From an optimization exercise on the open Yosys and OpenROAD flow, aimed at small area and few clock cycles; shortcuts taken in it are not production practice.
At most, simulation tests tie the RTL to the original design; equivalence was not proved.
The RTL of runs 1 and 3 to 5 was laid out without a check of its function.
Power figures rest on the tool's default switching activity, not on a simulated workload.

==> design.v <==
package spd_pkg;
    localparam int STORE_WORDS = 9;
    localparam int STORE_BYTES = 2 * STORE_WORDS;
    localparam int END_BIT = 7;
    localparam logic [1:0] ST_OK        = 2'd0;
    localparam logic [1:0] ST_CHECKSUM  = 2'd1;
    localparam logic [1:0] ST_HEADER    = 2'd2;
    localparam logic [1:0] ST_LENGTH    = 2'd3;
    localparam logic KIND_INERTIAL   = 1'b0;
    localparam logic KIND_QUATERNION = 1'b1;
    localparam logic [4:0] INERTIAL_LEN   = 5'd20;
    localparam logic [4:0] QUATERNION_LEN = 5'd10;
    localparam logic [3:0] INERTIAL_WORDS   = 4'd9;
    localparam logic [3:0] QUATERNION_WORDS = 4'd4;
    localparam logic [3:0] GYRO_WORDS       = 4'd3;
    localparam logic [3:0] FRAC_GYRO      = 4'd4;
    localparam logic [3:0] FRAC_ACCEL_MAG = 4'd11;
    localparam logic [3:0] FRAC_QUAT      = 4'd15;
    localparam logic CFG_INERTIAL_CODE   = 1'b0;
    localparam logic CFG_QUATERNION_CODE = 1'b1;
    typedef struct packed {
        logic [1:0] status;
        logic       kind;
    } t_job;
endpackage
module spd_ram (
    input  logic        i_clk,
    input  logic        i_we,
    input  logic [4:0]  i_waddr,    
    input  logic [7:0]  i_wdata,
    input  logic        i_re,       
    input  logic [3:0]  i_rword,    
    output logic [15:0] o_rdata
);
    logic [7:0] r_hi [spd_pkg::STORE_WORDS];   
    logic [7:0] r_lo [spd_pkg::STORE_WORDS];   
    always_ff @(posedge i_clk) begin
        for (int k = 0; k < spd_pkg::STORE_WORDS; k++) begin
            if (i_we && i_waddr == 5'(1 + 2 * k)) begin
                r_hi[k] <= i_wdata;
            end
            if (i_we && i_waddr == 5'(2 + 2 * k)) begin
                r_lo[k] <= i_wdata;
            end
        end
    end
    logic [spd_pkg::STORE_WORDS-1:0] w_sel;
    always_comb begin
        for (int k = 0; k < spd_pkg::STORE_WORDS; k++) begin
            w_sel[k] = i_re && (i_rword == 4'(k));
        end
        o_rdata = 16'd0;
        for (int k = 0; k < spd_pkg::STORE_WORDS; k++) begin
            o_rdata = o_rdata | ({16{w_sel[k]}} & {r_hi[k], r_lo[k]});
        end
    end
endmodule
module spd_emit (
    input  logic                 i_clk,
    input  logic                 i_rst_n,
    input  logic                 i_job_valid,
    input  spd_pkg::t_job        i_job,
    output logic                 o_pend_full,
    output logic                 o_act_ok,
    output logic                 o_act_kind,
    output logic [3:0]           o_rword,
    input  logic [15:0]          i_rdata,
    output logic                 o_out_valid,
    input  logic                 i_out_ready,
    output logic [1:0]           o_status,
    output logic                 o_packet_kind,
    output logic [3:0]           o_word_index,
    output logic signed [15:0]   o_word_value,
    output logic [3:0]           o_fraction_bits,
    output logic                 o_last_flag
);
    logic          r_act_v;
    spd_pkg::t_job r_act;
    logic          r_pend_v;
    spd_pkg::t_job r_pend;
    logic [3:0]    r_k;
    logic          w_ok, w_last, w_take, w_free;
    logic [3:0]    w_last_k;
    always_comb begin
        w_ok     = (r_act.status == spd_pkg::ST_OK);
        w_last_k = (r_act.kind == spd_pkg::KIND_QUATERNION) ? spd_pkg::QUATERNION_WORDS - 4'd1
                                                            : spd_pkg::INERTIAL_WORDS - 4'd1;
        w_last   = !w_ok || (r_k == w_last_k);
        w_take   = r_act_v && i_out_ready;
        w_free   = !r_act_v || (i_out_ready && w_last);
    end
    always_ff @(posedge i_clk) begin
        if (!i_rst_n) begin
            r_act_v  <= 1'b0;
            r_pend_v <= 1'b0;
            r_k      <= 4'd0;
        end else begin
            if (w_free) begin
                r_k <= 4'd0;
                if (r_pend_v) begin
                    r_act_v  <= 1'b1;
                    r_pend_v <= i_job_valid;
                end else begin
                    r_act_v  <= i_job_valid;
                end
            end else begin
                if (w_take) begin
                    r_k <= r_k + 4'd1;
                end
                if (i_job_valid) begin
                    r_pend_v <= 1'b1;
                end
            end
        end
    end
    always_ff @(posedge i_clk) begin
        if (w_free) begin
            if (r_pend_v) begin
                r_act  <= r_pend;
                r_pend <= i_job;
            end else begin
                r_act  <= i_job;
            end
        end else if (i_job_valid) begin
            r_pend <= i_job;
        end
    end
    assign o_pend_full = r_pend_v;
    assign o_act_ok    = r_act_v && w_ok;
    assign o_act_kind  = r_act.kind;
    assign o_rword     = r_k;
    always_comb begin
        o_out_valid   = r_act_v;
        o_status      = r_act.status;
        o_packet_kind = r_act.kind;
        o_word_index  = r_k;
        o_word_value  = signed'(i_rdata);
        o_last_flag   = w_last;
        if (!w_ok) begin
            o_fraction_bits = 4'd0;
        end else if (r_act.kind == spd_pkg::KIND_QUATERNION) begin
            o_fraction_bits = spd_pkg::FRAC_QUAT;
        end else if (r_k < spd_pkg::GYRO_WORDS) begin
            o_fraction_bits = spd_pkg::FRAC_GYRO;
        end else begin
            o_fraction_bits = spd_pkg::FRAC_ACCEL_MAG;
        end
    end
endmodule
module seven_bit_framed_sensor_packet_decoder (
    input  logic                i_clk,
    input  logic                i_rst_n,
    input  logic                i_cfg_we,
    input  logic [0:0]          i_cfg_addr,
    input  logic [7:0]          i_cfg_data,
    input  logic                i_in_valid,
    output logic                o_in_ready,
    input  logic [7:0]          i_rx_byte,
    output logic                o_out_valid,
    input  logic                i_out_ready,
    output logic [1:0]          o_status,
    output logic                o_packet_kind,
    output logic [3:0]          o_word_index,
    output logic signed [15:0]  o_word_value,
    output logic [3:0]          o_fraction_bits,
    output logic                o_last_flag
);
    logic [7:0] r_inert_code, r_quat_code;
    logic [6:0] r_acc;       
    logic [2:0] r_pcnt;      
    logic [4:0] r_cnt;       
    logic [7:0] r_sum;       
    logic       r_chk;       
    logic       r_hdr_i;     
    logic       r_hdr_q;     
    logic          w_accept, w_end, w_has_dec, w_first, w_pend_full, w_hold;
    logic          w_act_ok, w_act_kind;
    logic [2:0]    w_sh;
    logic [7:0]    w_dec, w_sum_old;
    logic          w_chk_dec, w_chk_n;
    logic [4:0]    w_cnt_n;
    logic          w_hdr_i_n, w_hdr_q_n;
    logic [3:0]    w_rword;
    logic [15:0]   w_rdata;
    spd_pkg::t_job w_job;
    always_ff @(posedge i_clk) begin
        if (!i_rst_n) begin
            r_inert_code <= 8'd9;
            r_quat_code  <= 8'd10;
        end else if (i_cfg_we) begin
            unique case (i_cfg_addr)
                spd_pkg::CFG_INERTIAL_CODE:   r_inert_code <= i_cfg_data;
                spd_pkg::CFG_QUATERNION_CODE: r_quat_code  <= i_cfg_data;
                default: ;
            endcase
        end
    end
    always_comb begin
        w_has_dec = (r_pcnt != 3'd0);
        w_first   = w_has_dec && (r_cnt == 5'd0);
        w_sh      = r_pcnt - 3'd1;
        w_dec     = 8'({r_acc, i_rx_byte[6:0]} >> w_sh);
        w_sum_old = (r_cnt == 5'd0) ? 8'd0 : r_sum;
        w_chk_dec = (w_sum_old == w_dec);
        w_cnt_n   = r_cnt;
        w_chk_n   = r_chk;
        w_hdr_i_n = r_hdr_i;
        w_hdr_q_n = r_hdr_q;
        if (w_has_dec) begin
            if (r_cnt != 5'd31) begin
                w_cnt_n = r_cnt + 5'd1;
            end
            w_chk_n  = w_chk_dec;
        end
        if (w_first) begin
            w_hdr_i_n = (w_dec == r_inert_code);
            w_hdr_q_n = (w_dec == r_quat_code);
        end
    end
    always_comb begin
        w_hold = w_act_ok && w_has_dec && (r_cnt > {w_rword, 1'b0})
              && (r_cnt <= ((w_act_kind == spd_pkg::KIND_QUATERNION) ? 5'(2 * spd_pkg::QUATERNION_WORDS)
                                                                     : 5'(2 * spd_pkg::INERTIAL_WORDS)));
    end
    assign o_in_ready = !w_pend_full && !w_hold;
    assign w_accept   = i_in_valid && o_in_ready;
    assign w_end      = w_accept && i_rx_byte[spd_pkg::END_BIT];
    always_comb begin
        w_job.kind = spd_pkg::KIND_INERTIAL;
        if (w_cnt_n == 5'd0 || !w_chk_n) begin
            w_job.status = spd_pkg::ST_CHECKSUM;
        end else if (w_hdr_i_n) begin
            w_job.status = (w_cnt_n == spd_pkg::INERTIAL_LEN) ? spd_pkg::ST_OK
                                                              : spd_pkg::ST_LENGTH;
        end else if (w_hdr_q_n) begin
            if (w_cnt_n == spd_pkg::QUATERNION_LEN) begin
                w_job.status = spd_pkg::ST_OK;
                w_job.kind   = spd_pkg::KIND_QUATERNION;
            end else begin
                w_job.status = spd_pkg::ST_LENGTH;
            end
        end else begin
            w_job.status = spd_pkg::ST_HEADER;
        end
    end
    always_ff @(posedge i_clk) begin
        if (!i_rst_n) begin
            r_pcnt <= 3'd0;
            r_cnt  <= 5'd0;
        end else if (w_end) begin
            r_pcnt <= 3'd0;
            r_cnt  <= 5'd0;
        end else if (w_accept) begin
            r_pcnt <= w_has_dec ? w_sh : 3'd7;
            r_cnt  <= w_cnt_n;
        end
    end
    always_ff @(posedge i_clk) begin
        if (w_accept) begin
            r_acc   <= i_rx_byte[6:0];
            r_chk   <= w_chk_n;
            if (w_has_dec) begin
                r_sum <= w_sum_old + w_dec;
            end
            r_hdr_i <= w_hdr_i_n;
            r_hdr_q <= w_hdr_q_n;
        end
    end
    spd_ram u_ram (
        .i_clk  (i_clk),
        .i_we   (w_accept && w_has_dec),
        .i_waddr(r_cnt),
        .i_wdata(w_dec),
        .i_re   (w_act_ok),
        .i_rword(w_rword),
        .o_rdata(w_rdata)
    );
    spd_emit u_emit (
        .i_clk          (i_clk),
        .i_rst_n        (i_rst_n),
        .i_job_valid    (w_end),
        .i_job          (w_job),
        .o_pend_full    (w_pend_full),
        .o_act_ok       (w_act_ok),
        .o_act_kind     (w_act_kind),
        .o_rword        (w_rword),
        .i_rdata        (w_rdata),
        .o_out_valid    (o_out_valid),
        .i_out_ready    (i_out_ready),
        .o_status       (o_status),
        .o_packet_kind  (o_packet_kind),
        .o_word_index   (o_word_index),
        .o_word_value   (o_word_value),
        .o_fraction_bits(o_fraction_bits),
        .o_last_flag    (o_last_flag)
    );
endmodule
==> run.sh <==
#!/bin/bash
# synth_recipe.tcl (not shown) runs the flow's synth.tcl, then flattens the netlist and writes it again
# the make line also repeats each setting of config.mk as NAME=value (left out here)
make -C /OpenROAD-flow-scripts/flow DESIGN_CONFIG=/design/flow/config.mk WORK_HOME=/design/flow/orfs CLKGATE_MAP_FILE= SYNTH_SCRIPT=/design/flow/synth_recipe.tcl finish
==> config.mk <==
export PLATFORM = sky130hd
export DESIGN_NAME = seven_bit_framed_sensor_packet_decoder
export DESIGN_NICKNAME = seven_bit_framed_sensor_packet_decoder
export VERILOG_FILES = /design/flow/design.v
export SDC_FILE = /design/flow/constraint.sdc
export NUM_CORES = 4
export LEC_CHECK = 0
export ABC_AREA = 1
export CAP_MARGIN = 20
export CORE_MARGIN = 2
export CORE_UTILIZATION = 40
export SLEW_MARGIN = 20
==> constraint.sdc <==
create_clock -name core_clock -period 5.0 [get_ports {i_clk}]
set_input_delay 1.0000 -clock core_clock [delete_from_list [all_inputs] [get_ports {i_clk}]]
set_output_delay 1.0000 -clock core_clock [all_outputs]
set_load 0.01 [all_outputs]
==> results.yml, run 1 <==
worst_setup_path:
  critPathKind: "reg -> out"
  crit_family: "simple AND/OR/NAND/NOR gates"
  cp.buffers_inverters: 4
  cp.arrival_ns: 3.29
  critPathLaunchType: "flop"
  worst-path-max-fanout: 9
  cpMaxStageDelayCell: "nor3_2"
  crit_chain: "nor2_1, inv_2, nor2_2, inv_2, nor3_2, buf_4, nand2_1, o2111ai_1, a221oi_1, nand4_1, clkdlybuf4s50_1"
  timing.rr.end: "r_sum[6]$_DFFE_PP_"
  worstPathRequired_ns: 4.00
  reg2reg_depth: 13
  rrSetupSlack_ns: 0.89
  critPathMaxStageDelay_ns: 0.68
  cp-end-kind: "primary output"
  r2r_start: "r_pcnt[0]$_SDFFE_PP0N_"
  cp_common_cell: "inv_2"
pwr:
  clock_power_share_pct: 36.8
  power_switching_mw: 1.089
  vdd_drop_max_v: 0.0002079
  swShare_pct: 27.94
  power_density_mw_per_mm2: 369.1
  p_leak_nw: 4.005
  p_comb_share_pct: 13.3
  p_int_mw: 2.807
  seqPwrFrac_pct: 50.0
layout:
  multi_input_area_mm2: 0.002888
  fin_cells: 1192
  regArea_mm2: 0.005645
  drive_above_1_share_pct: 11.73
  nNetsFinal: 946
  final_area_mm2: 0.01056
  area_growth_pct: 17.30
  fillers: 2012
  insertedDiodeCount: 0
global_route:
  grt_usage_pct: 18.95
  grt_max_degree: 23
  grt_pass1_vias: 5903
  grt_first_pass_wirelength_um: 33830
  grt_overflow_total: 0
  antenna_found_initial: 0
clock_network:
  clk_path_buf_depth: 2
  htreeDepth: 4
  cts_setup_buffers: 0
  ctsResizeCount: 0
  cts_sinks: 198
  clk_pin_slew_ns: 0.08
  clk_latency_ns: 0.44
  numCtsBuffers: 17
  root_buffer: "clkbuf_16"
  cts_tree: "done"
  ctsHoldBuffers: 0
worst_hold_path:
  holdCritStartpoint: "r_inert_code[5]$_SDFFE_PN0P_"
  hold_class: "reg -> reg"
  min_to: "r_inert_code[5]$_SDFFE_PN0P_"
  hold_path_depth: 2
floorplan:
  start_util_pct: 40.98
  row_count: 54
  die_h_um: 154.0
  core_area_mm2: 0.02196
  die_x_um: 154.0
  die_area_mm2: 0.02371
  pin_count: 52
route:
  vias_per_cell: 5.182
  drc: 0
  wl_per_cell_um: 18.09
  firstDrtPassIters: 5
  wirelength_um: 21560
  first_iter_violations: 514
  vias: 6177
  antenna_left: 0
timing:
  finalSetupViolations: 0
  slew_viol_final: 0
  finalCritPeriodShare_pct: 85.85
  max_freq_ghz: 0.2330
  worst-slew-pin-transition_ns: 1.042
  finalClockSkew_ns: 0.01046
  tns_ns: 0
  slew_headroom_pct: 30.27
  rsz0062_at_grt: "false"
  finalCriticalPeriod_ns: 4.293
  finalHoldViolations: 0
synthesis:
  synth_ff_type: "edfxtp_1"
  yosysSeqAreaShare_pct: 62.74
  syn_avg_cell_area_um2: 10.88
  syn_area_mm2: 0.008999
  postSynthCellCount: 827
  synth_most_common_cell: "edfxtp_1"
  synth_top_area_share_pct: 56.06
  ys_async_sr_fraction_pct: 0
  synth_common_cells: "edfxtp_1, nand2_1, inv_1, nor2_1, nand3_1"
  ys_types: 37
  synth_seq_cells: 198
  synth_edf_count: 168
  synth_top_area_cell: "edfxtp_1"
  syn_nets: 874
  ys_top_cells_by_area: "edfxtp_1, nand2_1, dfxtp_1"
  synth_warnings: 5
placement:
  dpl.cell_count: 1160
  hpwl_um: 14610
  placed_cell_area_mm2: 0.009927
  portBuffers: 51
  gp_congestion: 0.9120
job:
  drv_cap: 0
status:
  status: "timing/DRC/antenna clean"
-- power by group through the flow --
stage	Sequential (mW)	Clock, mW	Combinational, mW
2_1_floorplan	1.98	0	0.347
3_3_place_gp	1.98	0	0.517
3_5_place_dp	1.98	0	0.519
4_1_cts	1.95	1.45	0.521
5_1_grt	1.95	1.52	0.582
6_report	1.95	1.43	0.517
-- how the worst max path moves through the flow --
stage	end	slack [ns]	cells past startpoint	start
finish	o_word_value[14]	0.71	11	u_emit.r_act[2]$_DFFE_PP_
global route	u_emit.r_act[1]$_DFFE_PP_	0.48	17	r_pcnt[0]$_SDFFE_PP0N_
CTS	o_word_value[13]	0.65	7	u_emit.r_k[1]$_SDFFE_PP0P_
detailed placement	u_emit.r_act[1]$_DFFE_PP_	0.91	17	r_pcnt[0]$_SDFFE_PP0N_
global placement	u_emit.r_act[1]$_DFFE_PP_	0.98	17	r_pcnt[0]$_SDFFE_PP0N_
floorplan	u_emit.r_act[1]$_DFFE_PP_	1.86	17	r_pcnt[0]$_SDFFE_PP0N_
-- placed cells by master, fill, tap and decap left out, drive strengths merged, types with 14 or more instances in the layout --
| master | Yosys | routed |
|---|---|---|
| ha | 24 | 24 |
| inv | 96 | 102 |
| a21oi | 43 | 43 |
| a221oi | 23 | 23 |
| edfxtp | 168 | 168 |
| nor2 | 69 | 69 |
| buf | 12 | 23 |
| nand3 | 77 | 77 |
| clkdlybuf4s50 | 0 | 51 |
| nand4 | 14 | 14 |
| o21ai | 21 | 21 |
| nand2 | 182 | 182 |
| clkbuf | 9 | 17 |
| dfxtp | 30 | 30 |
-- through the flow --
stage	util, %	setup slack [ns]	power (mW)	hold WS (ns)
floorplan	-	1.859	2.324	0.4422
global placement	45.21	0.9784	2.500	0.4638
detailed placement	45.21	0.9137	2.503	0.4681
CTS	48.07	0.6478	3.915	0.4783
global route	48.07	0.4835	4.056	0.5047
finish	48.07	0.7074	3.896	0.4745
-- layout make-up --
cell class	count	share of cell area [%]
inverters	96	3.414
repair buffers	74	6.472
flip-flops and latches	198	53.49
multi-input cells	512	27.36
well taps	280	3.319
clock buffers	17	4.030
clock inverters	15	1.920
-- tightest hold or removal path, stage by stage, from the launching register on --
cell	delay (ns)
dfxtp_1	0.31
inv_1	0.07
a21oi_1	0.05
-- registers in the layout (all words and copies together) (netlist names), 4 cells and up --
| register | cells |
|---|---|
| r_sum | 8 |
| r_cnt | 5 |
| u_ram.r_hi | 72 |
| r_inert_code | 8 |
| r_acc | 7 |
| u_ram.r_lo | 72 |
| r_quat_code | 8 |
| u_emit.r_k | 4 |
-- metal layers --
layer / global-route usage, % / vias up / share of wire, %
met3: 3.495 / 20 / 5.5
li1: - / 3054 / -
met5: 0 / - / 0
met4: 4.940 / 0 / 1.1
met1: 26.26 / 2925 / 46
met2: 30.86 / 178 / 47
-- cells by family after synthesis --
group,count (synthesis),share of synthesized area (%)
simple gates,361,18.67
flops,198,62.74
buf+inv,117,5.436
compound gates,113,8.245
fa+ha+maj,25,3.560
xor+xnor,13,1.349
==> inputs of run 2 (changes only) <==
--- a/design.v
+++ b/design.v
@@ -28,7 +28,6 @@
     input  logic        i_we,
     input  logic [4:0]  i_waddr,    
     input  logic [7:0]  i_wdata,
-    input  logic        i_re,       
     input  logic [3:0]  i_rword,    
     output logic [15:0] o_rdata
 );
@@ -44,14 +43,12 @@
             end
         end
     end
-    logic [spd_pkg::STORE_WORDS-1:0] w_sel;
-    always_comb begin
-        for (int k = 0; k < spd_pkg::STORE_WORDS; k++) begin
-            w_sel[k] = i_re && (i_rword == 4'(k));
-        end
+    always_comb begin
         o_rdata = 16'd0;
         for (int k = 0; k < spd_pkg::STORE_WORDS; k++) begin
-            o_rdata = o_rdata | ({16{w_sel[k]}} & {r_hi[k], r_lo[k]});
+            if (i_rword == 4'(k)) begin
+                o_rdata = {r_hi[k], r_lo[k]};
+            end
         end
     end
 endmodule
@@ -134,7 +131,7 @@
         o_status      = r_act.status;
         o_packet_kind = r_act.kind;
         o_word_index  = r_k;
-        o_word_value  = signed'(i_rdata);
+        o_word_value  = w_ok ? signed'(i_rdata) : 16'sd0;
         o_last_flag   = w_last;
         if (!w_ok) begin
             o_fraction_bits = 4'd0;
@@ -170,14 +167,13 @@
     logic [2:0] r_pcnt;      
     logic [4:0] r_cnt;       
     logic [7:0] r_sum;       
-    logic       r_chk;       
+    logic [7:0] r_prev;      
     logic       r_hdr_i;     
     logic       r_hdr_q;     
     logic          w_accept, w_end, w_has_dec, w_first, w_pend_full, w_hold;
     logic          w_act_ok, w_act_kind;
     logic [2:0]    w_sh;
-    logic [7:0]    w_dec, w_sum_old;
-    logic          w_chk_dec, w_chk_n;
+    logic [7:0]    w_dec, w_sum_dec, w_sum_n, w_prev_n;
     logic [4:0]    w_cnt_n;
     logic          w_hdr_i_n, w_hdr_q_n;
     logic [3:0]    w_rword;
@@ -200,17 +196,18 @@
         w_first   = w_has_dec && (r_cnt == 5'd0);
         w_sh      = r_pcnt - 3'd1;
         w_dec     = 8'({r_acc, i_rx_byte[6:0]} >> w_sh);
-        w_sum_old = (r_cnt == 5'd0) ? 8'd0 : r_sum;
-        w_chk_dec = (w_sum_old == w_dec);
+        w_sum_dec = (r_cnt == 5'd0) ? 8'd0 : r_sum + r_prev;
         w_cnt_n   = r_cnt;
-        w_chk_n   = r_chk;
+        w_sum_n   = r_sum;
+        w_prev_n  = r_prev;
         w_hdr_i_n = r_hdr_i;
         w_hdr_q_n = r_hdr_q;
         if (w_has_dec) begin
             if (r_cnt != 5'd31) begin
                 w_cnt_n = r_cnt + 5'd1;
             end
-            w_chk_n  = w_chk_dec;
+            w_sum_n  = w_sum_dec;
+            w_prev_n = w_dec;
         end
         if (w_first) begin
             w_hdr_i_n = (w_dec == r_inert_code);
@@ -227,7 +224,7 @@
     assign w_end      = w_accept && i_rx_byte[spd_pkg::END_BIT];
     always_comb begin
         w_job.kind = spd_pkg::KIND_INERTIAL;
-        if (w_cnt_n == 5'd0 || !w_chk_n) begin
+        if (w_cnt_n == 5'd0 || w_sum_n != w_prev_n) begin
             w_job.status = spd_pkg::ST_CHECKSUM;
         end else if (w_hdr_i_n) begin
             w_job.status = (w_cnt_n == spd_pkg::INERTIAL_LEN) ? spd_pkg::ST_OK
@@ -258,10 +255,8 @@
     always_ff @(posedge i_clk) begin
         if (w_accept) begin
             r_acc   <= i_rx_byte[6:0];
-            r_chk   <= w_chk_n;
-            if (w_has_dec) begin
-                r_sum <= w_sum_old + w_dec;
-            end
+            r_sum   <= w_sum_n;
+            r_prev  <= w_prev_n;
             r_hdr_i <= w_hdr_i_n;
             r_hdr_q <= w_hdr_q_n;
         end
@@ -271,7 +266,6 @@
         .i_we   (w_accept && w_has_dec),
         .i_waddr(r_cnt),
         .i_wdata(w_dec),
-        .i_re   (w_act_ok),
         .i_rword(w_rword),
         .o_rdata(w_rdata)
     );
--- a/config.mk
+++ b/config.mk
@@ -5,7 +5,6 @@
 export SDC_FILE = /design/flow/constraint.sdc
 export NUM_CORES = 4
 export LEC_CHECK = 0
-export ABC_AREA = 1
 export CAP_MARGIN = 20
 export CORE_MARGIN = 2
 export CORE_UTILIZATION = 40
==> run 2 against run 1 <==
Largest cell class unchanged. Sequential power rose by 2%. Worst setup slack got worse by 0.28 ns. Largest power group unchanged. Still clean on timing, DRC and antenna. Critical path depth fell by 2. Highest routed layer unchanged. Sequential share of layout area fell by 2.9 points.
==> results.yml, run 2 <==
floorplan:
  die_h_um: 162.3
  start_util_pct: 40.99
  row_count: 57
  die_x_um: 162.3
  die_area_mm2: 0.02635
  core_area_mm2: 0.02446
  pin_count: 52
synthesis:
  synth_top_area_cell: "edfxtp_1"
  syn_avg_cell_area_um2: 11.99
  ys_types: 65
  synth_warnings: 5
  yosysSeqAreaShare_pct: 58.41
  syn_nets: 883
  ys_top_cells_by_area: "edfxtp_1, dfxtp_1, nand2_1"
  synth_top_area_share_pct: 52.41
  synth_most_common_cell: "edfxtp_1"
  syn_area_mm2: 0.01003
  synth_seq_cells: 205
  synth_ff_type: "edfxtp_1"
  postSynthCellCount: 836
  synth_common_cells: "edfxtp_1, nand2_1, nor2_1, a21oi_1, clkbuf_1"
  ys_async_sr_fraction_pct: 0
  synth_edf_count: 175
global_route:
  grt_max_degree: 33
  antenna_found_initial: 0
  grt_first_pass_wirelength_um: 36210
  grt_pass1_vias: 6462
  grt_overflow_total: 0
  grt_usage_pct: 17.40
worst_setup_path:
  cp.buffers_inverters: 2
  cp_common_cell: "a21oi_1"
  cpMaxStageDelayCell: "nand2_1"
  worst-path-max-fanout: 32
  critPathLaunchType: "flop"
  crit_family: "compound AO/OA/AOI/OAI gates"
  critPathMaxStageDelay_ns: 0.77
  cp-end-kind: "primary output"
  cp.arrival_ns: 3.58
  crit_chain: "inv_1, ha_1, nand2_1, o211ai_1, a311oi_1, a21oi_1, a21oi_1, a21o_1, clkdlybuf4s50_1"
  worstPathRequired_ns: 4.00
  critPathKind: "reg -> out"
layout:
  regArea_mm2: 0.005856
  drive_above_1_share_pct: 9.476
  fillers: 2207
  mostFrequentLayoutCell: "edfxtp_1"
  largestRegisters: "u_ram.r_hi x72, u_ram.r_lo x72"
  final_util_pct: 47.31
  area_growth_pct: 15.42
  multi_input_area_mm2: 0.003872
  insertedDiodeCount: 0
  final_cell_mix: "edfxtp_1, nand2_1, nor2_1"
  nNetsFinal: 928
  fin_cells: 1221
clock_network:
  root_buffer: "clkbuf_16"
  numCtsBuffers: 22
  cts_sinks: 205
  clk_path_buf_depth: 3
  ctsResizeCount: 0
  htreeDepth: 1
  cts_setup_buffers: 0
  cts_tree: "done"
  clk_pin_slew_ns: 0.06
  ctsHoldBuffers: 0
  clk_latency_ns: 0.51
timing:
  finalCritPeriodShare_pct: 91.51
  finalCriticalPeriod_ns: 4.576
  max_freq_ghz: 0.2185
  finalSetupViolations: 0
  rsz0062_at_grt: "false"
  slew_viol_final: 0
  slew_headroom_pct: 29.09
  fin_ws_ns: 0.4243
  worst-slew-pin-transition_ns: 1.061
  tns_ns: 0
  finalClockSkew_ns: 0.01498
  finalHoldViolations: 0
route:
  wirelength_um: 22850
  wl_per_cell_um: 18.71
  vias: 6718
  antenna_left: 0
  vias_per_cell: 5.502
  first_iter_violations: 548
  firstDrtPassIters: 5
  drc: 0
placement:
  hpwl_um: 15500
  dpl_worst_slack_ns: 0.7692
  gp_congestion: 0.8460
  portBuffers: 51
  dpl.cell_count: 1181
job:
  drv_cap: 0
worst_hold_path:
  hold_class: "reg -> reg"
pwr:
  p_total_mw: 4.088
  vdd_drop_max_v: 0.0002311
  p_leak_nw: 4.082
  power_density_mw_per_mm2: 353.2
status:
  status: "timing/DRC/antenna clean"
## run 2: cell types whose count changed after synthesis, sizes merged, moves of 17 or more
cell    before  now
nand2      182   94
inv         96   21
nand3       77   14
a22oi        0   32
clkbuf       9   38
xnor2        0   24
a221oi      23    0
mux2i        0   22
a21boi       0   20
a21o         0   19
o211ai       1   20
a311oi       0   17
## run 2: kinds of logic after synthesis
| family | after synthesis | share of synthesized area [%] |
|---|---|---|
| adders and majority gates | 25 | 3.195 |
| and+or+nand+nor | 228 | 10.22 |
| buffers and inverters | 72 | 3.145 |
| DFF | 205 | 58.41 |
| muxes | 44 | 6.053 |
| xor gates and xnor gates | 37 | 3.419 |
| AOI/OAI and AO/OA | 225 | 15.56 |
## run 2: worst reg2reg max path, cell delays in order (launching register included)
cell and delay (ns):
dfxtp_1 0.32, inv_1 0.06, ha_1 0.66, buf_4 0.32, mux2_1 0.36, mux4_2 0.69
a21boi_2 0.26, xnor2_1 0.09, nor4_1 0.25, nand4_1 0.26, or2_4 0.34, nand2b_1 0.15
## run 2: path summary, 6_finish.rpt
path              slack [ns]                          to                        from  cells after the start
setup / recovery        0.42            o_word_value[15]  u_emit.r_k[0]$_SDFFE_PP0P_                      9
hold / removal          0.47      r_pcnt[1]$_SDFFE_PP0N_      r_pcnt[1]$_SDFFE_PP0N_                      2
setup reg to reg        0.99  u_emit.r_pend[1]$_DFFE_PP_      r_pcnt[1]$_SDFFE_PP0N_                     11
hold reg to reg         0.47      r_pcnt[1]$_SDFFE_PP0N_      r_pcnt[1]$_SDFFE_PP0N_                      2
## run 2: layout make-up
cell class	instances	share of cell area, %
inverters	22	0.7136
multi-input cells	559	33.46
clock inverters	8	0.4109
flip-flops and latches	205	50.60
repair buffers	71	5.709
clock buffers	32	5.601
well taps	324	3.503
## run 2: layer usage
layer / track usage [%] / wire length [µm]
met1: 24.79 / 10660
met2: 28.82 / 10850
met3: 2.222 / 1006
met4: 3.419 / 330
met5: 0 / 0
## run 2: report_power, final
group	switching (mW)	internal, mW
sequential	0.0312	1.96
clock	0.649	0.898
combinational	0.333	0.214
total	1.01	3.07
## run 2: per-stage QoR
stage / area (µm²) / hold WS, ns
3_3_place_gp: 10880 / 0.4618
2_1_floorplan: 10030 / 0.4410
6_report: 11570 / 0.4723
5_1_grt: 11570 / 0.4966
3_5_place_dp: 10880 / 0.4628
4_1_cts: 11570 / 0.4716
Testbench counts of run 2, summed over its fixed seeds: cycles 7,295.
==> inputs of run 3 (changes only) <==
--- a/design.v
+++ b/design.v
@@ -28,6 +28,7 @@
     input  logic        i_we,
     input  logic [4:0]  i_waddr,    
     input  logic [7:0]  i_wdata,
+    input  logic        i_re,       
     input  logic [3:0]  i_rword,    
     output logic [15:0] o_rdata
 );
@@ -43,12 +44,14 @@
             end
         end
     end
+    logic [spd_pkg::STORE_WORDS-1:0] w_sel;
     always_comb begin
+        for (int k = 0; k < spd_pkg::STORE_WORDS; k++) begin
+            w_sel[k] = i_re && (i_rword == 4'(k));
+        end
         o_rdata = 16'd0;
         for (int k = 0; k < spd_pkg::STORE_WORDS; k++) begin
-            if (i_rword == 4'(k)) begin
-                o_rdata = {r_hi[k], r_lo[k]};
-            end
+            o_rdata = o_rdata | ({16{w_sel[k]}} & {r_hi[k], r_lo[k]});
         end
     end
 endmodule
@@ -131,7 +134,7 @@
         o_status      = r_act.status;
         o_packet_kind = r_act.kind;
         o_word_index  = r_k;
-        o_word_value  = w_ok ? signed'(i_rdata) : 16'sd0;
+        o_word_value  = signed'(i_rdata);
         o_last_flag   = w_last;
         if (!w_ok) begin
             o_fraction_bits = 4'd0;
@@ -164,18 +167,18 @@
 );
     logic [7:0] r_inert_code, r_quat_code;
     logic [6:0] r_acc;       
-    logic [2:0] r_pcnt;      
-    logic [4:0] r_cnt;       
+    logic [4:0] r_raw;       
     logic [7:0] r_sum;       
-    logic [7:0] r_prev;      
+    logic       r_chk;       
     logic       r_hdr_i;     
     logic       r_hdr_q;     
     logic          w_accept, w_end, w_has_dec, w_first, w_pend_full, w_hold;
     logic          w_act_ok, w_act_kind;
     logic [2:0]    w_sh;
-    logic [7:0]    w_dec, w_sum_dec, w_sum_n, w_prev_n;
-    logic [4:0]    w_cnt_n;
+    logic [7:0]    w_dec, w_sum_old;
+    logic          w_chk_dec, w_chk_n, w_any;
     logic          w_hdr_i_n, w_hdr_q_n;
+    logic [4:0]    w_wslot, w_hold_lo, w_hold_hi;
     logic [3:0]    w_rword;
     logic [15:0]   w_rdata;
     spd_pkg::t_job w_job;
@@ -192,45 +195,66 @@
         end
     end
     always_comb begin
-        w_has_dec = (r_pcnt != 3'd0);
-        w_first   = w_has_dec && (r_cnt == 5'd0);
-        w_sh      = r_pcnt - 3'd1;
+        w_has_dec = (r_raw[2:0] != 3'd0);
+        w_first   = (r_raw == 5'd1);
+        w_sh      = ~r_raw[2:0];                  
         w_dec     = 8'({r_acc, i_rx_byte[6:0]} >> w_sh);
-        w_sum_dec = (r_cnt == 5'd0) ? 8'd0 : r_sum + r_prev;
-        w_cnt_n   = r_cnt;
-        w_sum_n   = r_sum;
-        w_prev_n  = r_prev;
-        w_hdr_i_n = r_hdr_i;
-        w_hdr_q_n = r_hdr_q;
-        if (w_has_dec) begin
-            if (r_cnt != 5'd31) begin
-                w_cnt_n = r_cnt + 5'd1;
-            end
-            w_sum_n  = w_sum_dec;
-            w_prev_n = w_dec;
-        end
-        if (w_first) begin
-            w_hdr_i_n = (w_dec == r_inert_code);
-            w_hdr_q_n = (w_dec == r_quat_code);
-        end
+        w_sum_old = w_first ? 8'd0 : r_sum;
+        w_chk_dec = (w_sum_old == w_dec);
+        w_chk_n   = w_has_dec ? w_chk_dec : r_chk;
+        w_any     = (r_raw != 5'd0);              
+        w_hdr_i_n = w_first ? ({r_acc, i_rx_byte[6]} == r_inert_code) : r_hdr_i;
+        w_hdr_q_n = w_first ? ({r_acc, i_rx_byte[6]} == r_quat_code)  : r_hdr_q;
     end
     always_comb begin
-        w_hold = w_act_ok && w_has_dec && (r_cnt > {w_rword, 1'b0})
-              && (r_cnt <= ((w_act_kind == spd_pkg::KIND_QUATERNION) ? 5'(2 * spd_pkg::QUATERNION_WORDS)
-                                                                     : 5'(2 * spd_pkg::INERTIAL_WORDS)));
+        unique case (r_raw)
+            5'd2:  w_wslot = 5'd1;
+            5'd3:  w_wslot = 5'd2;
+            5'd4:  w_wslot = 5'd3;
+            5'd5:  w_wslot = 5'd4;
+            5'd6:  w_wslot = 5'd5;
+            5'd7:  w_wslot = 5'd6;
+            5'd9:  w_wslot = 5'd7;
+            5'd10: w_wslot = 5'd8;
+            5'd11: w_wslot = 5'd9;
+            5'd12: w_wslot = 5'd10;
+            5'd13: w_wslot = 5'd11;
+            5'd14: w_wslot = 5'd12;
+            5'd15: w_wslot = 5'd13;
+            5'd17: w_wslot = 5'd14;
+            5'd18: w_wslot = 5'd15;
+            5'd19: w_wslot = 5'd16;
+            5'd20: w_wslot = 5'd17;
+            5'd21: w_wslot = 5'd18;
+            default: w_wslot = 5'd0;
+        endcase
+    end
+    always_comb begin
+        unique case (w_rword)
+            4'd0:    w_hold_lo = 5'd2;
+            4'd1:    w_hold_lo = 5'd4;
+            4'd2:    w_hold_lo = 5'd6;
+            4'd3:    w_hold_lo = 5'd9;
+            4'd4:    w_hold_lo = 5'd11;
+            4'd5:    w_hold_lo = 5'd13;
+            4'd6:    w_hold_lo = 5'd15;
+            4'd7:    w_hold_lo = 5'd18;
+            default: w_hold_lo = 5'd20;
+        endcase
+        w_hold_hi = (w_act_kind == spd_pkg::KIND_QUATERNION) ? 5'd10 : 5'd21;
+        w_hold = w_act_ok && (r_raw >= w_hold_lo) && (r_raw <= w_hold_hi);
     end
     assign o_in_ready = !w_pend_full && !w_hold;
     assign w_accept   = i_in_valid && o_in_ready;
     assign w_end      = w_accept && i_rx_byte[spd_pkg::END_BIT];
     always_comb begin
         w_job.kind = spd_pkg::KIND_INERTIAL;
-        if (w_cnt_n == 5'd0 || w_sum_n != w_prev_n) begin
+        if (!w_any || !w_chk_n) begin
             w_job.status = spd_pkg::ST_CHECKSUM;
         end else if (w_hdr_i_n) begin
-            w_job.status = (w_cnt_n == spd_pkg::INERTIAL_LEN) ? spd_pkg::ST_OK
-                                                              : spd_pkg::ST_LENGTH;
+            w_job.status = (r_raw == 5'd22) ? spd_pkg::ST_OK : spd_pkg::ST_LENGTH;
         end else if (w_hdr_q_n) begin
-            if (w_cnt_n == spd_pkg::QUATERNION_LEN) begin
+            if (r_raw == 5'd11) begin
                 w_job.status = spd_pkg::ST_OK;
                 w_job.kind   = spd_pkg::KIND_QUATERNION;
             end else begin
@@ -242,30 +266,33 @@
     end
     always_ff @(posedge i_clk) begin
         if (!i_rst_n) begin
-            r_pcnt <= 3'd0;
-            r_cnt  <= 5'd0;
+            r_raw <= 5'd0;
         end else if (w_end) begin
-            r_pcnt <= 3'd0;
-            r_cnt  <= 5'd0;
+            r_raw <= 5'd0;
         end else if (w_accept) begin
-            r_pcnt <= w_has_dec ? w_sh : 3'd7;
-            r_cnt  <= w_cnt_n;
+            r_raw[2:0] <= r_raw[2:0] + 3'd1;
+            if (r_raw[2:0] == 3'd7 && r_raw[4:3] != 2'd3) begin
+                r_raw[4:3] <= r_raw[4:3] + 2'd1;
+            end
         end
     end
     always_ff @(posedge i_clk) begin
         if (w_accept) begin
             r_acc   <= i_rx_byte[6:0];
-            r_sum   <= w_sum_n;
-            r_prev  <= w_prev_n;
+            r_chk   <= w_chk_n;
             r_hdr_i <= w_hdr_i_n;
             r_hdr_q <= w_hdr_q_n;
+            if (w_has_dec) begin
+                r_sum <= w_sum_old + w_dec;
+            end
         end
     end
     spd_ram u_ram (
         .i_clk  (i_clk),
-        .i_we   (w_accept && w_has_dec),
-        .i_waddr(r_cnt),
+        .i_we   (w_accept),
+        .i_waddr(w_wslot),
         .i_wdata(w_dec),
+        .i_re   (w_act_ok),
         .i_rword(w_rword),
         .o_rdata(w_rdata)
     );
--- a/config.mk
+++ b/config.mk
@@ -7,5 +7,8 @@
 export LEC_CHECK = 0
 export CAP_MARGIN = 20
 export CORE_MARGIN = 2
-export CORE_UTILIZATION = 40
+export CORE_UTILIZATION = 60
+export CTS_BUF_LIST = sky130_fd_sc_hd__clkbuf_4 sky130_fd_sc_hd__clkbuf_8
+export CTS_CLUSTER_DIAMETER = 40
+export CTS_CLUSTER_SIZE = 12
 export SLEW_MARGIN = 20
==> run 3 against run 2 <==
Still clean on timing, DRC and antenna. Utilization grew 21 points. Sequential cell count shrank 6. Maximum frequency shrank 1.6%. Sequential power shrank 6%. Global-route usage grew 8.6 points. Count of clock-buffer cells in the layout shrank 13. Register-to-register slack lost 0.05 ns. Hold slack gained 0.0015 ns. Die area shrank 38%. Cell count shrank 19%. Largest power group unchanged.
==> results.yml, run 3 <==
worst_setup_path:
  critPathKind: "reg -> out"
  r2r_start: "r_raw[1]$_SDFFE_PP0P_"
  cp-end-kind: "primary output"
  critPathMaxStageDelay_ns: 0.79
  critPathLaunchType: "flop"
  rrSetupSlack_ns: 0.94
  crit_chain: "or4b_1, nor3b_4, a22oi_1, nand2_1, a221oi_1, nand3_1, clkdlybuf4s50_1"
  reg2reg_depth: 10
  worst-path-max-fanout: 14
  crit_path_start: "u_emit.r_act[2]$_DFFE_PP_"
  cp.arrival_ns: 3.65
  cpMaxStageDelayCell: "or4b_1"
  worstPathRequired_ns: 4.00
  timing.rr.end: "u_emit.r_act[1]$_DFFE_PP_"
job:
  drv_cap: 0
synthesis:
  synth_warnings: 5
  syn_avg_cell_area_um2: 12.64
  syn_area_mm2: 0.009136
  postSynthCellCount: 723
  ys_top_cells_by_area: "edfxtp_1, dfxtp_1, ha_1"
  synth_top_area_share_pct: 55.22
  synth_top_family_by_area: "compound AO/OA/AOI/OAI gates"
  synthXorXnorAreaFrac_pct: 2.397
  ys_types: 70
  synth_common_cells: "edfxtp_1, nand2_1, a22oi_1, nor2_1"
  synthSimpleGateAreaFrac_pct: 12.60
  synth_ff_type: "edfxtp_1"
  synth_most_common_cell: "edfxtp_1"
  yosysSeqAreaShare_pct: 62.01
  synth_mux_area_share_pct: 2.465
  synth_seq_cells: 199
  synth_edf_count: 168
  ys_async_sr_fraction_pct: 0
  synth_compound_area_share_pct: 12.83
  synth_fa_ha_area_share_pct: 4.465
  synth_top_area_cell: "edfxtp_1"
  syn_nets: 777
clock_network:
  cts_sinks: 199
  ctsHoldBuffers: 0
  clk_path_buf_depth: 2
  cts_tree: "done"
  htreeDepth: 4
  numCtsBuffers: 17
  clk_latency_ns: 0.47
  ctsResizeCount: 0
  clk_pin_slew_ns: 0.10
  cts_setup_buffers: 0
  root_buffer: "clkbuf_8"
floorplan:
  core_area_mm2: 0.01503
  die_h_um: 127.4
  row_count: 45
  start_util_pct: 60.77
  die_x_um: 127.4
  pin_count: 52
  die_area_mm2: 0.01623
pwr:
  power_switching_uw: 755.0
  power_density_mw_per_mm2: 304.5
  vdd_drop_max_v: 0.0001673
  p_leak_nw: 3.560
  p_comb_share_pct: 9.5
  clock_power_share_pct: 30.4
  seqPwrFrac_pct: 60.1
  p_int_mw: 2.380
  swShare_pct: 24.09
timing:
  slew_viol_final: 0
  finalCritPeriodShare_pct: 93.03
  rsz0062_at_grt: "false"
  finalClockSkew_ns: 0.01254
  slew_headroom_pct: 40.65
  finalSetupViolations: 0
  finalHoldViolations: 0
  tns_ns: 0
  fin_hold_ws_ns: 0.4738
  worst-slew-pin-transition_ns: 0.8903
  finalCriticalPeriod_ns: 4.651
  max_freq_ghz: 0.2150
route:
  drc: 0
  vias_per_cell: 6.128
  firstDrtPassIters: 7
  vias: 6073
  wl_per_cell_um: 20.41
  wirelength_um: 20230
  first_iter_violations: 612
  antenna_left: 0
placement:
  portBuffers: 51
  gp_congestion: 0.8831
  hpwl_um: 14000
worst_hold_path:
  hold_class: "reg -> reg"
  holdCritStartpoint: "r_quat_code[7]$_SDFFE_PN0P_"
  min_to: "r_quat_code[7]$_SDFFE_PN0P_"
  hold_path_depth: 2
layout:
  drive_above_1_share_pct: 11.96
  area_growth_pct: 12.68
  largestRegisters: "u_ram.r_hi x72, u_ram.r_lo x72"
  mostFrequentLayoutCell: "edfxtp_1"
  final_cell_mix: "edfxtp_1, nand2_1, clkdlybuf4s50_1"
  regArea_mm2: 0.005665
  fillers: 1116
  insertedDiodeCount: 0
  multi_input_area_mm2: 0.003178
  nNetsFinal: 846
global_route:
  grt_first_pass_wirelength_um: 31950
  grt_usage_pct: 26.03
  antenna_found_initial: 0
  grt_pass1_vias: 5955
  grt_overflow_total: 0
  grt_max_degree: 25
status:
  status: "timing/DRC/antenna clean"
run 3: cell types whose count changed after synthesis, moves of 13 or more:
cell and delta:
clkbuf_1 -22, a21oi_1 -17, nand3_1 +15, a21boi_0 -17, a311oi_1 -17, nand2_1 -19
nor2_1 -24, nor3_1 +13, o211ai_1 -16
run 3: per-layer routing:
layer,vias to the layer above,GRT usage [%],wire length [µm]
met1,2968,35.87,8899
li1,2873,-,-
met5,-,0,0
met4,0,8.209,394
met3,30,4.564,1321
met2,202,42.65,9612
run 3: power groups by stage:
stage	Sequential (mW)	Clock, mW	Combinational, mW
after floorplan	1.91	0	0.195
after global placement	1.92	0	0.286
after detailed placement	1.92	0	0.296
after CTS	1.88	0.967	0.298
after global routing	1.89	1.02	0.330
final	1.88	0.954	0.298
run 3: worst max-delay path: cells and delay by family (launching register included):
| family | cells | cell delay [ns] |
|---|---|---|
| flops | 1 | 0.46 |
| compound gates | 2 | 0.30 |
| buf+inv | 1 | 0.54 |
| simple gates | 4 | 1.89 |
run 3: worst max path at each step:
| stage | to | slack [ns] | cells past startpoint |
|---|---|---|---|
| 6_report | o_word_value[3] | 0.35 | 7 |
| 5_1_grt | o_word_value[10] | 0.17 | 8 |
| 4_1_cts | o_word_value[10] | 0.34 | 8 |
| 3_5_place_dp | u_emit.r_act[1]$_DFFE_PP_ | 0.32 | 11 |
| 3_3_place_gp | u_emit.r_act[1]$_DFFE_PP_ | 0.37 | 11 |
| 2_1_floorplan | u_emit.r_act[1]$_DFFE_PP_ | 0.76 | 12 |
run 3: final cells by class:
class / count / share of cell area (%)
Sequential cell: 199 / 55.03
Clock buffer: 19 / 2.419
Tap cell: 188 / 2.285
Clock inverter: 11 / 0.9723
Timing Repair Buffer: 87 / 7.584
Inverter: 23 / 0.8386
Multi-Input combinational cell: 464 / 30.87
run 3: cells by family after synthesis:
group                    Yosys count
AO/OA/AOI/OAI                    162
XOR/XNOR                          25
adder cells (fa/ha/maj)           32
buffers and inverters             60
flip-flops                       199
multiplexers                      19
AND/OR/NAND/NOR                  226
run 3: through the flow:
| step | cell area, µm² | power (mW) | util (%) | setup WS [ns] | cells |
|---|---|---|---|---|---|
| 2_1_floorplan | 9136 | 2.109 | - | 0.7629 | 723 |
| 3_3_place_gp | 9943 | 2.207 | 66.14 | 0.3720 | 961 |
| 3_5_place_dp | 9946 | 2.217 | 66.16 | 0.3214 | 961 |
| 4_1_cts | 10290 | 3.148 | 68.48 | 0.3436 | 991 |
| 5_1_grt | 10290 | 3.238 | 68.48 | 0.1732 | 991 |
| 6_report | 10290 | 3.135 | 68.48 | 0.3486 | 991 |
==> inputs of run 4 (changes only) <==
--- a/config.mk
+++ b/config.mk
@@ -8,7 +8,7 @@
 export CAP_MARGIN = 20
 export CORE_MARGIN = 2
 export CORE_UTILIZATION = 60
-export CTS_BUF_LIST = sky130_fd_sc_hd__clkbuf_4 sky130_fd_sc_hd__clkbuf_8
-export CTS_CLUSTER_DIAMETER = 40
-export CTS_CLUSTER_SIZE = 12
+export CTS_BUF_LIST = sky130_fd_sc_hd__clkbuf_8
+export CTS_CLUSTER_DIAMETER = 60
+export CTS_CLUSTER_SIZE = 20
 export SLEW_MARGIN = 20
==> run 4 against run 3 <==
Power fell by 0.70%. Global-route usage barely moved. Sequential cell count did not move. Utilization barely moved. Wire length barely moved. Largest cell class unchanged. Register-to-register slack barely moved. Cell area barely moved. Clock skew rose by 0.0033 ns. Hold slack got worse by 0.0013 ns.
==> results.yml, run 4 <==
timing:
  finalHoldViolations: 0
  fin_ws_ns: 0.3879
  rsz0062_at_grt: "false"
  slew_headroom_pct: 42.18
  max_freq_ghz: 0.2168
  slew_viol_final: 0
  finalCriticalPeriod_ns: 4.612
  finalClockSkew_ns: 0.01579
  tns_ns: 0
  worst-slew-pin-transition_ns: 0.8673
  finalSetupViolations: 0
  finalCritPeriodShare_pct: 92.24
  fin_hold_ws_ns: 0.4725
synthesis:
  synth_common_cells: "edfxtp_1, nand2_1, a22oi_1, nor2_1"
  ys_top_cells_by_area: "edfxtp_1, dfxtp_1, ha_1"
  ys_async_sr_fraction_pct: 0
  synth_seq_cells: 199
  synth_most_common_cell: "edfxtp_1"
  syn_nets: 777
  ys_types: 70
  synth_top_area_cell: "edfxtp_1"
  postSynthCellCount: 723
  yosysSeqAreaShare_pct: 62.01
  synth_ff_type: "edfxtp_1"
  syn_area_mm2: 0.009136
  synth_edf_count: 168
  synth_top_area_share_pct: 55.22
  syn_avg_cell_area_um2: 12.64
  synth_warnings: 5
clock_network:
  ctsHoldBuffers: 0
  cts_sinks: 199
  htreeDepth: 4
  numCtsBuffers: 17
  clk_path_buf_depth: 2
  cts_setup_buffers: 0
  clk_pin_slew_ns: 0.09
  clk_latency_ns: 0.47
  cts_tree: "done"
  root_buffer: "clkbuf_8"
  ctsResizeCount: 0
layout:
  nNetsFinal: 846
  fillers: 1118
  final_area_mm2: 0.01029
  insertedDiodeCount: 0
  fin_cells: 991
  mostFrequentLayoutCell: "edfxtp_1"
  largestRegisters: "u_ram.r_hi x72, u_ram.r_lo x72"
  drive_above_1_share_pct: 11.71
  final_cell_mix: "edfxtp_1, nand2_1, clkdlybuf4s50_1"
  final_util_pct: 68.43
  area_growth_pct: 12.60
placement:
  gp_congestion: 0.8831
  portBuffers: 51
  dpl.cell_count: 961
  dpl_worst_slack_ns: 0.3214
  placed_cell_area_mm2: 0.009946
  hpwl_um: 14000
global_route:
  grt_first_pass_wirelength_um: 32020
  antenna_found_initial: 0
  grt_overflow_total: 0
  grt_usage_pct: 26.08
  grt_max_degree: 25
  grt_pass1_vias: 5969
floorplan:
  die_x_um: 127.4
  die_area_mm2: 0.01623
  pin_count: 52
  core_area_mm2: 0.01503
  die_h_um: 127.4
  row_count: 45
  start_util_pct: 60.77
route:
  wirelength_um: 20240
  antenna_left: 0
  firstDrtPassIters: 5
  drc: 0
  vias_per_cell: 6.155
  wl_per_cell_um: 20.42
  first_iter_violations: 636
  vias: 6100
worst_setup_path:
  cp-end-kind: "primary output"
  worst-path-max-fanout: 14
  critPathLaunchType: "flop"
  critPathKind: "reg -> out"
  r2r_start: "r_raw[1]$_SDFFE_PP0P_"
  crit_path_start: "u_emit.r_act[2]$_DFFE_PP_"
  worstPathRequired_ns: 4.00
  cp.arrival_ns: 3.61
pwr:
  vdd_drop_max_v: 0.0001670
  p_leak_nw: 3.561
  power_density_mw_per_mm2: 302.6
  p_total_mw: 3.113
status:
  status: "timing/DRC/antenna clean"
worst_hold_path:
  holdCritStartpoint: "r_quat_code[7]$_SDFFE_PN0P_"
  hold_class: "reg -> reg"
job:
  drv_cap: 0
## run 4: changes by cell type in the layout (fill, tap and decap cells not counted)
cell      delta
inv_1        +2
clkbuf_4     -2
## run 4: worst max-delay path: stages, from the launching register on
cell,delay [ns]
edfxtp_1,0.45
or4b_1,0.79
nor3b_4,0.74
a22oi_1,0.20
nand2_1,0.20
a221oi_1,0.09
nand3_1,0.14
clkdlybuf4s50_1,0.54
## run 4: cells by family (layout without fill, tap and decap cells)
kind of cell / Yosys count / after routing / share of synthesized area, %
compound gates: 162 / 162 / 12.83
xor+xnor: 25 / 25 / 2.397
fa+ha+maj: 32 / 32 / 4.465
buf+inv: 60 / 140 / 3.232
flops: 199 / 199 / 62.01
mux: 19 / 19 / 2.465
simple gates: 226 / 226 / 12.60
## run 4: metal layers
layer | track usage [%] | up-vias | share of wire, % | wire length (µm)
met5 | 0 | - | 0 | 0
met4 | 8.209 | 0 | 1.8 | 372
met1 | 35.73 | 2971 | 44 | 8816
met2 | 42.97 | 219 | 48 | 9705
li1 | - | 2876 | - | -
met3 | 4.564 | 34 | 6.6 | 1344
## run 4: report_power, final
part	switching (mW)	internal, mW	total [mW]	leakage (nW)
combinational	0.179	0.118	0.297	1.61
clock	0.546	0.386	0.932	0.172
sequential	0.0223	1.86	1.88	1.78
total	0.748	2.36	3.11	3.56
## run 4: worst paths after layout
check,to,depth (start not counted),slack (ns)
min,r_quat_code[7]$_SDFFE_PN0P_,2,0.47
max reg2reg,u_emit.r_act[1]$_DFFE_PP_,10,0.95
min reg2reg,r_quat_code[7]$_SDFFE_PN0P_,2,0.47
max,o_word_value[3],7,0.39
## run 4: final cells by class
cell class	count	area, µm²	area share, %
Multi-Input combinational cell	464	3178	30.89
Clock buffer	17	234.0	2.274
Inverter	23	86.33	0.8392
Tap cell	188	235.2	2.287
Timing Repair Buffer	87	780.7	7.589
Clock inverter	13	107.6	1.046
Sequential cell	199	5665	55.07
==> inputs of run 5 (changes only) <==
==> flow/run.sh (new file) <==
#!/bin/bash
# Standard layout, unchanged.
bash standard.sh > standard.log 2>&1
==> standard.sh (new file) <==
#!/bin/bash
# synth_recipe.tcl (not shown) runs the flow's synth.tcl, then flattens the netlist and writes it again
# the make line also repeats each setting of config.mk as NAME=value (left out here)
make -C /OpenROAD-flow-scripts/flow DESIGN_CONFIG=/design/flow/config.mk WORK_HOME=/design/flow/orfs CLKGATE_MAP_FILE= SYNTH_SCRIPT=/design/flow/synth_recipe.tcl "${@:-finish}"
--- a/config.mk
+++ b/config.mk
@@ -7,8 +7,5 @@
 export LEC_CHECK = 0
 export CAP_MARGIN = 20
 export CORE_MARGIN = 2
-export CORE_UTILIZATION = 60
-export CTS_BUF_LIST = sky130_fd_sc_hd__clkbuf_8
-export CTS_CLUSTER_DIAMETER = 60
-export CTS_CLUSTER_SIZE = 20
+export CORE_UTILIZATION = 40
 export SLEW_MARGIN = 20
removed: run.sh
==> run 5 against run 4 <==
Via count rose by 0.59%. Largest power group unchanged. Wire length rose by 5.5%. Synthesized cell count did not move. Critical endpoint is now o_word_value[13]. Largest cell class unchanged.
==> results.yml, run 5 <==
status:
  status: "timing/DRC/antenna clean"
timing:
  rsz0062_at_grt: "false"
  finalHoldViolations: 0
  fin_ws_ns: 0.3446
  worst-slew-pin-transition_ns: 0.8589
  finalSetupViolations: 0
  slew_headroom_pct: 42.68
  max_freq_ghz: 0.2148
  tns_ns: 0
  finalCritPeriodShare_pct: 93.11
  finalClockSkew_ns: 0.01584
  finalCriticalPeriod_ns: 4.655
  fin_hold_ws_ns: 0.4687
  slew_viol_final: 0
layout:
  fillers: 1985
  drive_above_1_share_pct: 12.16
  area_growth_pct: 16.90
  regArea_mm2: 0.005665
  fin_cells: 1091
  multi_input_area_mm2: 0.003176
  nNetsFinal: 847
  insertedDiodeCount: 0
  largestRegisters: "u_ram.r_hi x72, u_ram.r_lo x72"
  final_cell_mix: "edfxtp_1, nand2_1, clkdlybuf4s50_1"
  mostFrequentLayoutCell: "edfxtp_1"
route:
  firstDrtPassIters: 4
  first_iter_violations: 471
  drc: 0
  wl_per_cell_um: 19.58
  antenna_left: 0
  vias: 6136
  vias_per_cell: 5.624
  wirelength_um: 21360
synthesis:
  ys_types: 70
  synth_top_area_cell: "edfxtp_1"
  yosysSeqAreaShare_pct: 62.01
  synth_top_area_share_pct: 55.22
  synth_common_cells: "edfxtp_1, nand2_1, a22oi_1, nor2_1"
  synth_ff_type: "edfxtp_1"
  syn_avg_cell_area_um2: 12.64
  syn_nets: 777
  synth_most_common_cell: "edfxtp_1"
  synth_edf_count: 168
  synth_warnings: 5
  ys_top_cells_by_area: "edfxtp_1, dfxtp_1, ha_1"
  syn_area_mm2: 0.009136
  postSynthCellCount: 723
  ys_async_sr_fraction_pct: 0
  synth_seq_cells: 199
pwr:
  vdd_drop_max_v: 0.0002084
  power_density_mw_per_mm2: 334.6
  swShare_pct: 24.44
  p_comb_share_pct: 8.4
  p_int_mw: 2.700
  clock_power_share_pct: 38.9
  p_leak_nw: 3.689
  power_switching_uw: 873.3
  seqPwrFrac_pct: 52.7
floorplan:
  start_util_pct: 40.60
  die_h_um: 155.1
  core_area_mm2: 0.02250
  die_area_mm2: 0.02407
  die_x_um: 155.1
  row_count: 55
  pin_count: 52
worst_hold_path:
  hold_class: "reg -> reg"
  holdCritStartpoint: "r_quat_code[2]$_SDFFE_PN0P_"
clock_network:
  root_buffer: "clkbuf_16"
  clk_latency_ns: 0.44
  cts_sinks: 199
  clk_path_buf_depth: 2
  clk_pin_slew_ns: 0.07
  htreeDepth: 4
  numCtsBuffers: 17
  cts_setup_buffers: 0
  cts_tree: "done"
  ctsHoldBuffers: 0
  ctsResizeCount: 0
global_route:
  grt_overflow_total: 0
  grt_usage_pct: 18.69
  grt_max_degree: 28
  antenna_found_initial: 0
  grt_first_pass_wirelength_um: 34510
  grt_pass1_vias: 6320
placement:
  dpl_worst_slack_ns: 0.2493
  portBuffers: 51
  gp_congestion: 0.7966
  dpl.cell_count: 1059
  hpwl_um: 14650
worst_setup_path:
  critPathKind: "reg -> out"
  worst-path-max-fanout: 13
  crit_path_start: "u_emit.r_act[2]$_DFFE_PP_"
  cp.arrival_ns: 3.66
  r2r_start: "r_raw[1]$_SDFFE_PP0P_"
  cp-end-kind: "primary output"
  worstPathRequired_ns: 4.00
  critPathLaunchType: "flop"
job:
  drv_cap: 0
[run 5: path summary, 6_finish.rpt]
path | end | cells past startpoint | slack [ns]
worst min register to register | r_quat_code[2]$_SDFFE_PN0P_ | 2 | 0.47
worst max register to register | u_emit.r_act[1]$_DFFE_PP_ | 10 | 0.92
worst max-delay path | o_word_value[13] | 7 | 0.34
worst min-delay path | r_quat_code[2]$_SDFFE_PN0P_ | 2 | 0.47
[run 5: final cells by class]
cell class                      instances  share of cell area [%]
Clock buffer                           18                   4.018
Tap cell                              285                   3.339
Sequential cell                       199                   53.05
Multi-Input combinational cell        464                   29.73
Inverter                               23                  0.8083
Clock inverter                         14                   1.675
Timing Repair Buffer                   88                   7.381
[run 5: per-stage QoR]
| step | instance area (µm²) | total power, mW | util [%] |
|---|---|---|---|
| floorplan | 9136 | 2.109 | - |
| global placement | 10070 | 2.206 | 44.76 |
| detailed placement | 10070 | 2.221 | 44.76 |
| CTS | 10680 | 3.600 | 47.46 |
| global route | 10680 | 3.707 | 47.46 |
| finish | 10680 | 3.573 | 47.46 |
[run 5: routing by layer]
layer / wire, µm / vias to the layer above / global-route usage [%]
li1: - / 2895 / -
met1: 9506 / 3052 / 24.49
met2: 10490 / 168 / 31.56
met3: 1105 / 21 / 4.290
met4: 258 / 0 / 4.674
met5: 0 / - / 0
[run 5: power by group through the flow]
stage | logic, mW | registers, mW | clock network [mW]
2_1_floorplan | 0.195 | 1.91 | 0
3_3_place_gp | 0.285 | 1.92 | 0
3_5_place_dp | 0.299 | 1.92 | 0
4_1_cts | 0.300 | 1.88 | 1.41
5_1_grt | 0.335 | 1.89 | 1.48
6_report | 0.299 | 1.88 | 1.39
[run 5: cells by family (layout without fill, tap and decap cells)]
family | after synthesis | after routing | share of synthesized area [%]
fa+ha+maj | 32 | 32 | 4.465
compound gates | 162 | 162 | 12.83
xor+xnor | 25 | 25 | 2.397
simple gates | 226 | 226 | 12.60
mux | 19 | 19 | 2.465
flops | 199 | 199 | 62.01
buf+inv | 60 | 143 | 3.232
[run 5: worst max-delay path, stage by stage (launching register included)]
cell and delay, ns:
edfxtp_1 0.46, or4b_1 0.80, nor2_2 0.20, and2_1 0.64, a222oi_1 0.26, nand3_1 0.15
a221o_1 0.16, clkdlybuf4s50_1 0.55

what the ideal ports hide:
How much do the figures lean on ideal ports? The routed layouts below were timed once more, with nothing changed but the port constraints.
Step 1 sets driving cells, clkbuf_16 on the clock port and buf_2 on the other inputs (assumed; they add their load-dependent delay and slew).
Step 2 times the ports against the registers' clock, not the clock port: input delays grow and output delays shrink by t, the midpoint of the rising clock arrivals with the driver on.
Slacks: ideal / step 1 / step 2; pairs: ideal / step 1.
| run | shift t [ns] | setup slack, ns | hold slack, ns | worst slew at a driven data input, ns | cell pins on the clock port's net |
|---|---|---|---|---|---|
| run 1 | 0.472 | 0.707 / 0.668 / 0.891 | 0.475 / 0.475 / 0.475 | 0.03 | 1 |
| run 2 | 0.549 | 0.424 / 0.375 / 0.719 | 0.472 / 0.472 / 0.472 | 0.03 | 1 |
| run 3 | 0.498 | 0.349 / 0.309 / 0.328 | 0.474 / 0.474 / 0.474 | 0.03 | 1 |
| run 4 | 0.498 | 0.388 / 0.347 / 0.322 | 0.472 / 0.472 / 0.472 | 0.03 | 1 |
| run 5 | 0.480 | 0.345 / 0.298 / 0.240 | 0.469 / 0.469 / 0.469 | 0.05 | 1 |
After both steps setup and hold are still met in every run listed. The setup slack of run 5, which loses most, moves by -0.047 ns with the drivers and by -0.105 ns with both steps.
